Source: an optimization exercise on an open RTL-to-GDS flow (aim: small area, a short achievable clock period and few clock cycles). Production flows keep margins and buffers that such runs may drop. Only simulation tests tie the RTL to the original design; equivalence was not proved. Power figures rest on the tool's default switching activity, not on a simulated workload.

`run.sh`:
```
#!/bin/bash
# synth_recipe.tcl (not shown) runs the flow's synth.tcl, then flattens the netlist and writes it again
# the make line also repeats each setting of config.mk as NAME=value (left out here)
make -C /OpenROAD-flow-scripts/flow DESIGN_CONFIG=/design/flow/config.mk WORK_HOME=/design/flow/orfs CLKGATE_MAP_FILE= SYNTH_SCRIPT=/design/flow/synth_recipe.tcl finish
```
`config.mk`:
```
export PLATFORM = sky130hd
export DESIGN_NAME = tl_responder
export DESIGN_NICKNAME = tl_responder
export VERILOG_FILES = /design/flow/design.v
export SDC_FILE = /design/flow/constraint.sdc
export NUM_CORES = 4
export LEC_CHECK = 0
export CAP_MARGIN = 20
export CORE_MARGIN = 2
export CORE_UTILIZATION = 25
export PLACE_DENSITY = 0.35
export SLEW_MARGIN = 20
export SYNTH_MEMORY_MAX_BITS = 16384
```
`constraint.sdc`:
```
create_clock -name core_clock -period 12.0 [get_ports {clock}]
set_input_delay 2.4000 -clock core_clock [delete_from_list [all_inputs] [get_ports {clock}]]
set_output_delay 2.4000 -clock core_clock [all_outputs]
set_load 0.01 [all_outputs]
```
`design.v`:
```
`default_nettype none
package tl_pkg;
	localparam int addr_width = 32;
	typedef logic [addr_width-1:0] addr_t;
	typedef logic [2:0] opcode_t;
	typedef logic [3:0] size_t;     
	typedef logic [0:0] source_t;
	localparam opcode_t op_put_full    = 3'd0;
	localparam opcode_t op_put_partial = 3'd1;
	localparam opcode_t op_arithmetic  = 3'd2;
	localparam opcode_t op_logical     = 3'd3;
	localparam opcode_t op_get         = 3'd4;
	localparam opcode_t op_intent      = 3'd5;
	localparam opcode_t op_access_ack      = 3'd0;
	localparam opcode_t op_access_ack_data = 3'd1;
	typedef enum logic [2:0] {
		region_none,
		region_debug,
		region_error_dev,
		region_rom,
		region_clint,
		region_plic,
		region_mmio,
		region_dtim
	} region_e;
	typedef struct packed {
		logic readable;
		logic writable;
	} perm_t;
	localparam int    region_count = 8;
	localparam addr_t dtim_base    = 32'h8000_0000;
	localparam perm_t perm_no = 2'b00;   
	localparam perm_t perm_ro = 2'b10;
	localparam perm_t perm_rw = 2'b11;
	localparam logic [region_count*addr_width-1:0] region_base = {
		dtim_base,    32'h6000_0000, 32'h0c00_0000, 32'h0200_0000,
		32'h0001_0000, 32'h0000_3000, 32'h0000_0000, 32'h0000_0000
	};
	localparam logic [region_count*addr_width-1:0] region_limit = {
		dtim_base + 32'h4000, 32'h8000_0000, 32'h1000_0000, 32'h0201_0000,
		32'h0002_0000,        32'h0000_4000, 32'h0000_1000, 32'h0000_0000
	};
	localparam logic [region_count*2-1:0] region_perm = {
		perm_rw, perm_rw, perm_rw, perm_rw, perm_ro, perm_rw, perm_rw, perm_no
	};
	localparam int reset_hold_cycles = 5;
endpackage
`default_nettype wire
`timescale 1ns/1ns
`default_nettype none
module reset_stretch (
	input  logic clock,
	input  logic reset,
	output logic int_reset
);
	localparam int hold_w = $clog2(tl_pkg::reset_hold_cycles + 1);
	logic [hold_w-1:0] hold_count;
	always_ff @(posedge clock) begin
		if (reset)
			hold_count <= hold_w'(tl_pkg::reset_hold_cycles);
		else if (hold_count != '0)
			hold_count <= hold_count - 1'b1;
	end
	assign int_reset = reset || hold_count != '0;   
endmodule
`default_nettype wire
`timescale 1ns/1ns
`default_nettype none
module pma_check #(
	parameter int data_width = 32
) (
	input  tl_pkg::addr_t req_address,
	input  tl_pkg::size_t req_size,
	input  logic          req_write,
	output logic          allowed,
	output logic          in_ram
);
	localparam int beat_log2 = $clog2(data_width / 8);
	logic [2:0]       first_region;
	logic [2:0]       last_region;
	tl_pkg::addr_t   last_address;
	tl_pkg::addr_t   align_mask;
	tl_pkg::perm_t   perm;
	logic    aligned;
	function automatic logic [2:0] region_of(input logic [31:0] address);
		int i;
		region_of = 3'd0;   
		for (i = 1; i < tl_pkg::region_count; i++) begin
			if (address >= tl_pkg::region_base[i*32 +: 32] && address < tl_pkg::region_limit[i*32 +: 32])
				region_of = 3'(i);
		end
	endfunction
	always_comb begin
		last_address = req_address + (tl_pkg::addr_t'(1) << req_size) - tl_pkg::addr_t'(1);
		first_region = region_of(req_address);
		last_region  = region_of(last_address);
		perm = tl_pkg::perm_t'(tl_pkg::region_perm[first_region*2 +: 2] & tl_pkg::region_perm[last_region*2 +: 2]);
		if (req_size > tl_pkg::size_t'(beat_log2))
			align_mask = (tl_pkg::addr_t'(1) << beat_log2) - tl_pkg::addr_t'(1);
		else
			align_mask = (tl_pkg::addr_t'(1) << req_size) - tl_pkg::addr_t'(1);
		aligned = (req_address & align_mask) == '0;
		allowed = aligned && (req_write ? perm.writable : perm.readable);
		in_ram  = first_region == tl_pkg::region_dtim && last_region == tl_pkg::region_dtim;
	end
endmodule
`default_nettype wire
`timescale 1ns/1ns
`default_nettype none
module tl_sequencer #(
	parameter int data_width = 32,
	parameter int ram_words  = 256
) (
	input  logic                         clock,
	input  logic                         int_reset,
	output logic                         a_ready,
	input  logic                         a_valid,
	input  tl_pkg::opcode_t              a_opcode,
	input  tl_pkg::size_t                a_size,
	input  tl_pkg::source_t              a_source,
	input  tl_pkg::addr_t                a_address,
	input  logic [data_width/8-1:0]      a_mask,
	input  logic [data_width-1:0]        a_data,
	input  logic                         d_ready,
	output logic                         d_valid,
	output tl_pkg::opcode_t              d_opcode,
	output tl_pkg::size_t                d_size,
	output tl_pkg::source_t              d_source,
	output logic                         d_denied,
	output logic                         d_corrupt,
	output logic [data_width-1:0]        d_data,
	output tl_pkg::addr_t                req_address,
	output tl_pkg::size_t                req_size,
	output logic                         req_write,
	input  logic                         allowed,
	input  logic                         in_ram,
	output logic                         ram_read,
	output logic                         ram_write,
	output logic [$clog2(ram_words)-1:0] ram_index,
	output logic [data_width-1:0]        ram_wdata,
	output logic [data_width/8-1:0]      ram_wmask,
	input  logic [data_width-1:0]        ram_rdata
);
	localparam int beat_bytes = data_width / 8;
	localparam int beat_log2  = $clog2(beat_bytes);
	localparam int index_w    = $clog2(ram_words);
	localparam int count_w    = 17;   
	logic                  accept_en;
	logic                  busy;
	tl_pkg::opcode_t               op_opcode;
	tl_pkg::size_t                 op_size;
	tl_pkg::source_t               op_source;
	tl_pkg::addr_t                 op_address;
	logic [beat_bytes-1:0] op_mask;
	logic [data_width-1:0] op_data;
	logic [count_w-1:0]    count;
	logic [count_w-1:0]    next_count;
	logic                  last;
	logic                  a_fire;
	logic                  d_fire;
	logic                  put_write;
	logic [index_w-1:0]    op_index;
	logic [index_w-1:0]    read_index;
	logic                  pend;
	logic [index_w-1:0]    pend_index;
	logic [data_width-1:0] pend_data;
	logic [beat_bytes-1:0] pend_mask;
	logic                  fwd_hit;
	logic [data_width-1:0] read_word;
	assign req_address = op_address;
	assign req_size    = op_size;
	assign req_write   = op_opcode == tl_pkg::op_put_full;
	assign op_index  = op_address[beat_log2 +: index_w];
	assign put_write = op_opcode == tl_pkg::op_put_full && op_size <= tl_pkg::size_t'(beat_log2)
		&& allowed && in_ram;
	assign d_valid = busy;
	assign d_fire  = d_valid && d_ready;
	assign a_ready = accept_en && (!busy || (last && d_fire));
	assign a_fire  = a_ready && a_valid;
	assign ram_read   = (a_fire && a_opcode == tl_pkg::op_get) || (d_fire && !last);
	assign read_index = a_fire ? a_address[beat_log2 +: index_w]
		: op_index + index_w'(next_count >> beat_log2);
	assign ram_write = (pend || (busy && put_write)) && !ram_read;
	assign ram_index = ram_read ? read_index : pend ? pend_index : op_index;
	assign ram_wdata = pend ? pend_data : op_data;
	assign ram_wmask = pend ? pend_mask : op_mask;
	always_comb begin
		next_count = count + count_w'(beat_bytes);
		last       = 1'b1;
		d_opcode   = tl_pkg::op_access_ack;
		d_denied   = 1'b1;   
		d_corrupt  = 1'b0;
		if (op_opcode == tl_pkg::op_get) begin
			d_opcode  = tl_pkg::op_access_ack_data;
			d_denied  = !allowed;
			d_corrupt = !allowed;
			if (allowed)
				last = next_count >= (count_w'(1) << op_size);
		end else if (op_opcode == tl_pkg::op_put_full) begin
			d_denied = !(allowed && op_size <= tl_pkg::size_t'(beat_log2));
		end
	end
	always_comb begin
		read_word = ram_rdata;
		if (fwd_hit) begin
			for (int b = 0; b < beat_bytes; b++) begin
				if (pend_mask[b])
					read_word[b*8 +: 8] = pend_data[b*8 +: 8];
			end
		end
	end
	assign d_data   = (op_opcode == tl_pkg::op_get && allowed && in_ram) ? read_word : '0;
	assign d_size   = op_size;
	assign d_source = op_source;
	always_ff @(posedge clock) begin
		if (int_reset) begin
			accept_en <= 1'b0;
			busy      <= 1'b0;
			pend      <= 1'b0;
			fwd_hit   <= 1'b0;
		end else begin
			accept_en <= 1'b1;
			if (d_fire) begin
				count <= next_count;
				if (last)
					busy <= 1'b0;
			end
			if (a_fire) begin
				busy  <= 1'b1;
				count <= '0;
			end
			if (d_fire && put_write && ram_read)
				pend <= 1'b1;
			else if (ram_write)
				pend <= 1'b0;
			if (ram_read)   
				fwd_hit <= (d_fire && put_write) ? read_index == op_index
					: pend && read_index == pend_index;
		end
	end
	always_ff @(posedge clock) begin
		if (a_fire) begin
			op_opcode  <= a_opcode;
			op_size    <= a_size;
			op_source  <= a_source;
			op_address <= a_address;
			op_mask    <= a_mask;
			op_data    <= a_data;
		end
		if (d_fire && put_write) begin
			pend_index <= op_index;
			pend_data  <= op_data;
			pend_mask  <= op_mask;
		end
	end
endmodule
`default_nettype wire
`timescale 1ns/1ns
`default_nettype none
module backing_ram #(
	parameter int data_width = 32,
	parameter int ram_words  = 256
) (
	input  logic                         clock,
	input  logic                         ram_read,
	input  logic                         ram_write,
	input  logic [$clog2(ram_words)-1:0] ram_index,
	input  logic [data_width-1:0]        ram_wdata,
	input  logic [data_width/8-1:0]      ram_wmask,
	output logic [data_width-1:0]        ram_rdata
);
	logic [data_width-1:0] mem [ram_words];
	always_ff @(posedge clock) begin
		if (ram_write) begin
			for (int b = 0; b < data_width / 8; b++) begin
				if (ram_wmask[b])
					mem[ram_index][b*8 +: 8] <= ram_wdata[b*8 +: 8];
			end
		end
		if (ram_read)
			ram_rdata <= mem[ram_index];   
	end
endmodule
`default_nettype wire
`timescale 1ns/1ns
`default_nettype none
module tl_responder #(
	parameter int data_width = 32,
	parameter int ram_words  = 128
) (
	input  logic                    clock,
	input  logic                    reset,
	output logic                    a_ready,
	input  logic                    a_valid,
	input  tl_pkg::opcode_t         a_opcode,
	input  tl_pkg::size_t           a_size,
	input  tl_pkg::source_t         a_source,
	input  tl_pkg::addr_t           a_address,
	input  logic [data_width/8-1:0] a_mask,
	input  logic [data_width-1:0]   a_data,
	input  logic                    d_ready,
	output logic                    d_valid,
	output tl_pkg::opcode_t         d_opcode,
	output tl_pkg::size_t           d_size,
	output tl_pkg::source_t         d_source,
	output logic                    d_denied,
	output logic                    d_corrupt,
	output logic [data_width-1:0]   d_data
);
	localparam int index_w = $clog2(ram_words);
	logic                    int_reset;
	tl_pkg::addr_t                   req_address;
	tl_pkg::size_t                   req_size;
	logic                    req_write;
	logic                    allowed;
	logic                    in_ram;
	logic                    ram_read;
	logic                    ram_write;
	logic [index_w-1:0]      ram_index;
	logic [data_width-1:0]   ram_wdata;
	logic [data_width/8-1:0] ram_wmask;
	logic [data_width-1:0]   ram_rdata;
	reset_stretch reset_stretch_i (
		.clock     (clock),
		.reset     (reset),
		.int_reset (int_reset)
	);
	tl_sequencer #(
		.data_width (data_width),
		.ram_words  (ram_words)
	) tl_sequencer_i (
		.clock       (clock),
		.int_reset   (int_reset),
		.a_ready     (a_ready),
		.a_valid     (a_valid),
		.a_opcode    (a_opcode),
		.a_size      (a_size),
		.a_source    (a_source),
		.a_address   (a_address),
		.a_mask      (a_mask),
		.a_data      (a_data),
		.d_ready     (d_ready),
		.d_valid     (d_valid),
		.d_opcode    (d_opcode),
		.d_size      (d_size),
		.d_source    (d_source),
		.d_denied    (d_denied),
		.d_corrupt   (d_corrupt),
		.d_data      (d_data),
		.req_address (req_address),
		.req_size    (req_size),
		.req_write   (req_write),
		.allowed     (allowed),
		.in_ram      (in_ram),
		.ram_read    (ram_read),
		.ram_write   (ram_write),
		.ram_index   (ram_index),
		.ram_wdata   (ram_wdata),
		.ram_wmask   (ram_wmask),
		.ram_rdata   (ram_rdata)
	);
	pma_check #(
		.data_width (data_width)
	) pma_check_i (
		.req_address (req_address),
		.req_size    (req_size),
		.req_write   (req_write),
		.allowed     (allowed),
		.in_ram      (in_ram)
	);
	backing_ram #(
		.data_width (data_width),
		.ram_words  (ram_words)
	) backing_ram_i (
		.clock     (clock),
		.ram_read  (ram_read),
		.ram_write (ram_write),
		.ram_index (ram_index),
		.ram_wdata (ram_wdata),
		.ram_wmask (ram_wmask),
		.ram_rdata (ram_rdata)
	);
endmodule
`default_nettype wire
```
==> notes.md <==
==> metal layers <==
layer  track usage [%]  part of all wire, %  vias to the layer above
met4              3.21                  1.9                        4
met3              1.87                  3.6                      622
met1              24.7                   46                    56000
met5                 0               0.0042                        -
li1                  -                    -                    49000
met2              29.4                   48                     2179
==> kinds of logic after synthesis <==
group / after synthesis / synth area share (%)
fa+ha+maj: 103 / 0.749
buf+inv: 943 / 2.24
compound gates: 974 / 3.70
simple gates: 6301 / 15.5
mux: 689 / 3.99
flops: 4269 / 73.6
other cells: 1 / 0.00215
xor+xnor: 43 / 0.216
==> registers in the layout, indices dropped and copies added (netlist names), 7 cells and up <==
name	cells
tl_sequencer_i.op_data	32
tl_sequencer_i.count	15
tl_sequencer_i.pend_index	7
backing_ram_i.ram_rdata	32
backing_ram_i.mem	4096
tl_sequencer_i.op_address	32
tl_sequencer_i.pend_data	32
==> power breakdown <==
part / total [mW] / internal, mW / switching [mW]
Sequential: 16.2 / 16.2 / 0.00559
Clock: 14.8 / 8.41 / 6.44
Combinational: 0.546 / 0.144 / 0.402
==> worst max-delay path, stage by stage, from the launching register on <==
cell and delay [ns]:
edfxtp_1 0.59, nor2b_1 0.36, nand2_1 0.18, ha_1 0.31
inv_1 0.06, ha_1 0.19, fa_1 0.18, a21oi_1 0.07
o22ai_1 0.32, o21ai_0 0.18, a211oi_1 0.89, a2bb2oi_1 0.21
xnor2_1 0.42, nand4_2 0.23, nor4_1 0.50, nand2_1 0.14
nand2_1 0.14, inv_1 0.05, ha_1 0.21, nand3b_1 0.19
o21ai_0 0.12, a21oi_1 0.19, and2_1 0.18, nand2_2 0.05
buf_4 0.32, a21oi_2 0.59, clkdlybuf4s50_1 0.66
==> placed cells by master, fill, tap and decap left out, drive strengths merged, types with 39 or more instances in the layout <==
master / synthesis / layout
a21o: 43 / 43
a21oi: 304 / 304
a32oi: 39 / 39
buf: 331 / 269
clkbuf: 514 / 686
clkdlybuf4s50: 0 / 121
clkinv: 2 / 189
edfxtp: 4262 / 4262
ha: 101 / 101
inv: 96 / 124
mux2i: 653 / 653
nand2: 3442 / 3442
nand3: 1978 / 1978
nand4: 81 / 81
nor2: 592 / 592
nor4: 78 / 78
o211ai: 41 / 41
o21ai: 139 / 139
o221ai: 127 / 127
o22ai: 96 / 96
o31ai: 71 / 71
==> cell type report <==
type	instances	area [sq um]	share of cell area (%)
well taps	9240	11600	5.71
multi-input cells	8112	42900	21.2
inverters	98	372	0.184
repair buffers	390	3820	1.89
diodes	7	17.5	0.00866
flip-flops and latches	4269	128000	63.3
clock inverters	229	1460	0.719
clock buffers	686	14100	6.97
==> per-stage QoR <==
step	setup WS, ns	util, %	instances
finish	0.974	29.2	23000
global route	0.337	29.1	23000
floorplan	4.13	-	13300
global placement	1.01	26.9	22100
detailed placement	1.52	26.9	22100
CTS	0.608	29.1	23000
==> worst paths after layout <==
| kind | startpoint | end | slack, ns | cells after the start |
|---|---|---|---|---|
| hold reg to reg | reset_stretch_i.hold_count[2] | reset_stretch_i.hold_count[2] | 0.46 | 1 |
| setup reg to reg | tl_sequencer_i.op_size[1] | backing_ram_i.mem[99][18] | 1.33 | 27 |
| hold / removal | reset_stretch_i.hold_count[2] | reset_stretch_i.hold_count[2] | 0.46 | 1 |
| setup / recovery | tl_sequencer_i.op_size[1] | d_data[29] | 0.97 | 26 |
==> flow_metrics.env <==
export IMPL_die_area_sq_um=703000
export IMPL_grt_pass1_vias=107000
export IMPL_ant_nets=0
export IMPL_synth_edf_count=4262
export IMPL_hold_viol=0
export IMPL_ir_drop_v=0.000158
export IMPL_placed_area_sq_um=187000
export IMPL_cts_root_buf="clkbuf_16"
export IMPL_crit_arrival_ns=8.63
export IMPL_vias=108000
export IMPL_synth_top_area_cell="edfxtp_1"
export IMPL_yosysWarnings=4
export IMPL_cts_buffers_inserted=519
export IMPL_worstPathRequired_ns=9.60
export IMPL_yosysTopAreaCellShare_pct=73.5
export IMPL_path_clk_slew_ns=0.05
export IMPL_drc_errors=0
export IMPL_worst_skew_pair_late_latency_ns=1.08
export IMPL_setup_tns_final_ns=0
export IMPL_fillers=70300
export IMPL_fmax_ghz=0.0907
export IMPL_gp_congestion=0.792
export IMPL_postRouteWirelength_um=636000
export IMPL_synth_common_cells="4262 x edfxtp_1, 3439 x nand2_1, 1978 x nand3_1, 653 x mux2i_1, 591 x nor2_1"
export IMPL_worst_pin_slew_ns=1.18
export IMPL_area_growth_syn_to_layout_pct=16.3
export IMPL_yosysUniqueCellTypes=93
export IMPL_wl_per_cell_um=27.6
export IMPL_drive_gt1_share_pct=7.79
export IMPL_finalMaxSlewViolations=0
export IMPL_synth_ff_type="edfxtp_1"
export IMPL_final_setup_skew_ns=0.0973
export IMPL_rsz0062_at_grt="false"
export IMPL_finalNetCount=13600
export IMPL_track_usage_pct=17.5
export IMPL_crit_type="flip-flop to output port"
export IMPL_p_leak_nw=68.2
export IMPL_cts_resized=0
export IMPL_hold_slack_ns=0.462
export IMPL_std_cell_rows=306
export IMPL_grt_pass1_wl_um=888000
export IMPL_ctsHoldBuffers=0
export IMPL_cts_sinks=4269
export IMPL_synth_most_common_cell="edfxtp_1"
export IMPL_period_needed_ns=11.03
export IMPL_synth_area_sq_um=174000
export IMPL_cts_tree="yes"
export IMPL_place_hpwl_um=389000
export IMPL_fp_dieH_um=838
export IMPL_grt_max_degree=137
export IMPL_ys_seq_area_share_pct=73.6
export IMPL_start_util_pct=25.1
export IMPL_synth_seq_cells=4269
export IMPL_htree_num_levels=6
export IMPL_synthTopCellsByArea="edfxtp_1 74%, nand2_1 7.4%, nand3_1 5.7%"
export IMPL_synth_cells=13300
export IMPL_antenna_found_initial=39
export IMPL_port_buffers=121
export IMPL_async_reset_ff_share_pct=0
export IMPL_power_mw=31.6
export IMPL_stdcell_area_sq_um=202000
export IMPL_drt_iter0_markers=9343
export IMPL_fin_crit_sh_pct=91.9
export IMPL_start_kind="flip-flop"
export IMPL_cts_setup_buffers=0
export IMPL_design_core_area_sq_um=694000
export IMPL_postSynthAreaPerCell_sq_um=13.1
export IMPL_outcome="finished clean"
export IMPL_path_max_fanout=32
export IMPL_hp_class="flip-flop to flip-flop"
export IMPL_clockBufferDepth=4
export IMPL_max_slew_margin_rel_pct=21.2
export IMPL_first_pass_iters=6
export IMPL_overflow=0
export IMPL_die_w_um=838
export IMPL_maxCapViolCount=0
export IMPL_cp_end_kind="output port"
export IMPL_p_per_area_nw_per_um2=156
export IMPL_setup_viol=0
export IMPL_io_pins=124
export IMPL_viasPerCell=4.68
Testbench counts, summed over its fixed seeds: cycles 50,321.

## what the ideal ports hide
Ports are ideal in the flow. The routed layout listed here was re-timed in OpenROAD. Step 1: set_driving_cell puts a clkbuf_16 on clock and a buf_2 on each other input, an assumption about the parent block. Step 2, shift: input delay + t, output delay - t, t = (earliest + latest rising clock arrival at the registers) / 2. This alone moves slack from input paths to output paths. a / b / c = no drivers / after step 1 / after step 2; a / b = the first two.
t, ns: 1.159
setup slack, ns: 0.974 / 0.847 / 1.328
latest minus earliest clock arrival (ns): 0.107 / 0.107
After both steps this run still meets setup and hold. The setup slack of this run moves by -0.127 ns with the drivers and by +0.354 ns with both steps.
